Source: an optimization exercise on an open RTL-to-GDS flow (aim: small area, a short achievable clock period and few clock cycles). Production flows keep margins and buffers that such runs may drop. The RTL was checked by simulation tests, not by an equivalence proof against the original design. Power figures rest on the tool's default switching activity, not on a simulated workload.

== violet ==
## conv2d_top
module conv2d_top
(
    input  logic        i_clk,
    input  logic        i_rst,
    input  logic [9:0]  i_pix,      
    input  logic [9:0]  i_wgt,      
    output logic [26:0] o_out,      
    output logic        o_busy
);
    localparam int LB = conv_pkg::LB_LEN;
    logic       in_pix;             
    logic       in_wgt;             
    logic [7:0] in_d;
    logic       busy_q;
    logic       take;
    logic [5:0] pix_pos;            
    logic [5:0] out_pos;            
    logic       tail;               
    logic [3:0] tail_n;             
    logic       step_pix;           
    logic       step;               
    logic       produce;            
    logic       wgt_go;             
    logic [LB-1:0] lb_en;
    logic [LB*8-1:0] slots;
    logic [71:0] kernel;
    logic [71:0] win;
    logic [8:0]  keep;
    logic signed [conv_pkg::SUM_BW-1:0] sum;
    logic        out_valid;
    logic        out_last;
    logic signed [conv_pkg::SUM_BW-1:0] out_data;
    assign take     = !busy_q && (i_pix[9] || i_wgt[9]);
    assign step_pix = in_pix;
    assign step     = in_pix || tail;
    assign wgt_go   = in_wgt && !tail;
    logic in_wgt_n;
    logic tail_n_done;
    assign tail_n_done = tail && (tail_n == 4'd9);
    always_comb
    begin
        if (take)
            in_wgt_n = i_wgt[9];
        else
            in_wgt_n = in_wgt && !wgt_go;
    end
    always_ff @(posedge i_clk)
    begin
        if (i_rst)
        begin
            in_pix <= 1'b0;
            in_wgt <= 1'b0;
            busy_q <= 1'b0;
        end
        else
        begin
            in_pix <= take && i_pix[9];
            in_wgt <= in_wgt_n;
            busy_q <= in_wgt_n && ((tail && !tail_n_done) || (step_pix && pix_pos == 6'd63));
        end
    end
    always_ff @(posedge i_clk)
    begin
        if (!busy_q)
            in_d <= i_pix[9] ? i_pix[7:0] : i_wgt[7:0];
    end
    assign o_busy = busy_q;
    assign produce = tail || (step_pix && pix_pos >= 6'd9);
    always_ff @(posedge i_clk)
    begin
        if (i_rst)
        begin
            pix_pos <= '0;
            out_pos <= '0;
            tail    <= 1'b0;
            tail_n  <= '0;
        end
  ...
For scale: ~440 flip-flops, ~50 I/O pins.
Settings: LEC_CHECK=0, CAP_MARGIN=20, CORE_MARGIN=2, CORE_UTILIZATION=40, CTS_CLUSTER_DIAMETER=90, CTS_CLUSTER_SIZE=26, SETUP_SLACK_MARGIN=5, SLEW_MARGIN=20, SYNTH_HIERARCHICAL=1, SYNTH_MINIMUM_KEEP_SIZE=0; clock period 8.0 ns.
run.sh (not shown) runs the stock make flow with config.mk's settings and CLKGATE_MAP_FILE= SYNTH_SCRIPT=/design/flow/synth_recipe.tcl, a recipe that flattens the netlist after the stock synthesis.
Testbench counts of violet, summed over its fixed seeds: cycles 4,704.
Here is what was changed in the inputs of raven compared with violet.
Settings: clearing CTS_CLUSTER_SIZE, which used to be 26; clearing CTS_CLUSTER_DIAMETER, which used to be 90; clearing SETUP_SLACK_MARGIN, which used to be 5.
Findings:
- Routability-driven placement congestion ratio: raven < violet
- Global routing usage on met2, violet and raven, lower one = raven.
- In the flow results for violet and raven, the worst hold-check slack is smaller on raven.
- Worst supply voltage drop on vdd (raven over violet): decrease, about 5%
- raven ends up with a final critical path time including I/O delays and setup that is 190 ps higher than in violet.
- Delta (raven minus violet): power per unit of standard cell area went up 15%; setup slack went down 190 ps.
- Compared with violet, raven shows number of global-route vias before repair lower by 391.
- Changes observed in raven relative to violet: non-clock buffer share of cell area went down by 6.4 points; leakage power total went down by about 5%.
- Global-route wire length before repair, violet and raven, lower one = raven.
[inputs] harbor vs raven
Settings: CTS_CLUSTER_DIAMETER now 90, previously not set; SETUP_SLACK_MARGIN now 4.85, previously not set; CORE_UTILIZATION now 60, was 40; CTS_CLUSTER_SIZE now 26, previously not set; PLACE_DENSITY now 0.7, previously not set.
--- outcome ---
Comparing non-clock buffer share of cell area for raven and harbor, the smaller number came from raven.
Logic depth of the worst path, buffers included: higher on raven
harbor and raven ended up with roughly the same register area.
In the flow results for raven and harbor, the antenna cell count is smaller on raven.
harbor vs raven: total power down by more than 10%
Combinational power essentially unchanged between raven and harbor.
Compared with raven, harbor instantiates a smaller number of cells.
raven → harbor: flip-flop and latch count after synthesis saw little to no change, minimum setup slack in the final design saw an increase.
harbor ended up with u_ram.slot[9][5] as its beginning of the critical path; raven ended up with keep[6].
## Diff of input files: onyx against harbor
Settings: CORE_UTILIZATION: 60 -> 40; CTS_CLUSTER_SIZE: 26 -> 22; PLACE_DENSITY: 0.7 -> unset; CTS_CLUSTER_DIAMETER: 90 -> 100; SETUP_SLACK_MARGIN: 4.85 -> unset.
==> comparison <==
Changes observed in onyx relative to harbor: total power draw has increased; utilization decreased 22 points; final period utilization climbed 1.9 points; upper clock frequency limit went down by about 4.7%.
Of onyx and harbor, the lower data arrival at the endpoint of the critical path belongs to harbor.
Comparing initial antenna violation count for onyx and harbor, the smaller number came from harbor.

---

Starting RTL as in the previous note.
export LEC_CHECK = 0
export CAP_MARGIN = 20
export CORE_MARGIN = 2
export CORE_UTILIZATION = 40
export CTS_CLUSTER_DIAMETER = 90
export CTS_CLUSTER_SIZE = 26
export SETUP_SLACK_MARGIN = 4.85
export SLEW_MARGIN = 20
export SYNTH_HIERARCHICAL = 1
export SYNTH_MINIMUM_KEEP_SIZE = 0
create_clock -name core_clock -period 8.0 [get_ports {i_clk}]
The first run ran to the end with no violations.
Testbench counts at the start, summed over its fixed seeds: cycles 4,704.
Next try:
- SETUP_SLACK_MARGIN: 4.85 -> default
Effect: Non-clock buffer count came out lower by 82; sequential power barely changes; wire length fell slightly; fmax drops by a few percent; utilization went down by 0.91 points; worst setup slack gets worse by 0.094 ns; sequential cell count stays the same; combinational power went down by a few percent.

-- what the ideal ports hide --
Ports are ideal in the flow. The routed layouts listed here were re-timed in OpenROAD. Step 1, drivers: a clkbuf_16 drives i_clk and a buf_2 each remaining input, both assumed. Step 2 moves the port delays by t, midway between the first and last clock arrival at a register: inputs arrive t later, outputs are due t later. That takes back most of the time a late clock gives input paths. Three values: ideal ports, drivers, drivers and shift; two values: the first two.
| run | t (ns) | slack for setup (ns) | worst slew at a driven data input, ns |
|---|---|---|---|
| violet | 0.641 | 4.921 / 4.921 / 4.921 | 0.04 |
| raven | 0.653 | 4.732 / 4.732 / 4.412 | 0.04 |
| harbor | 0.633 | 4.850 / 4.833 / 4.585 | 0.04 |
| onyx | 0.649 | 4.696 / 4.696 / 4.436 | 0.04 |
| the first run of note 2 | 0.653 | 4.818 / 4.818 / 4.550 | 0.04 |
| the second run of note 2 | 0.667 | 4.725 / 4.725 / 4.427 | 0.04 |
After both steps setup and hold are still met in every run listed. The setup slack of raven, which loses most, moves by 0.000 ns with the drivers and by -0.320 ns with both steps.
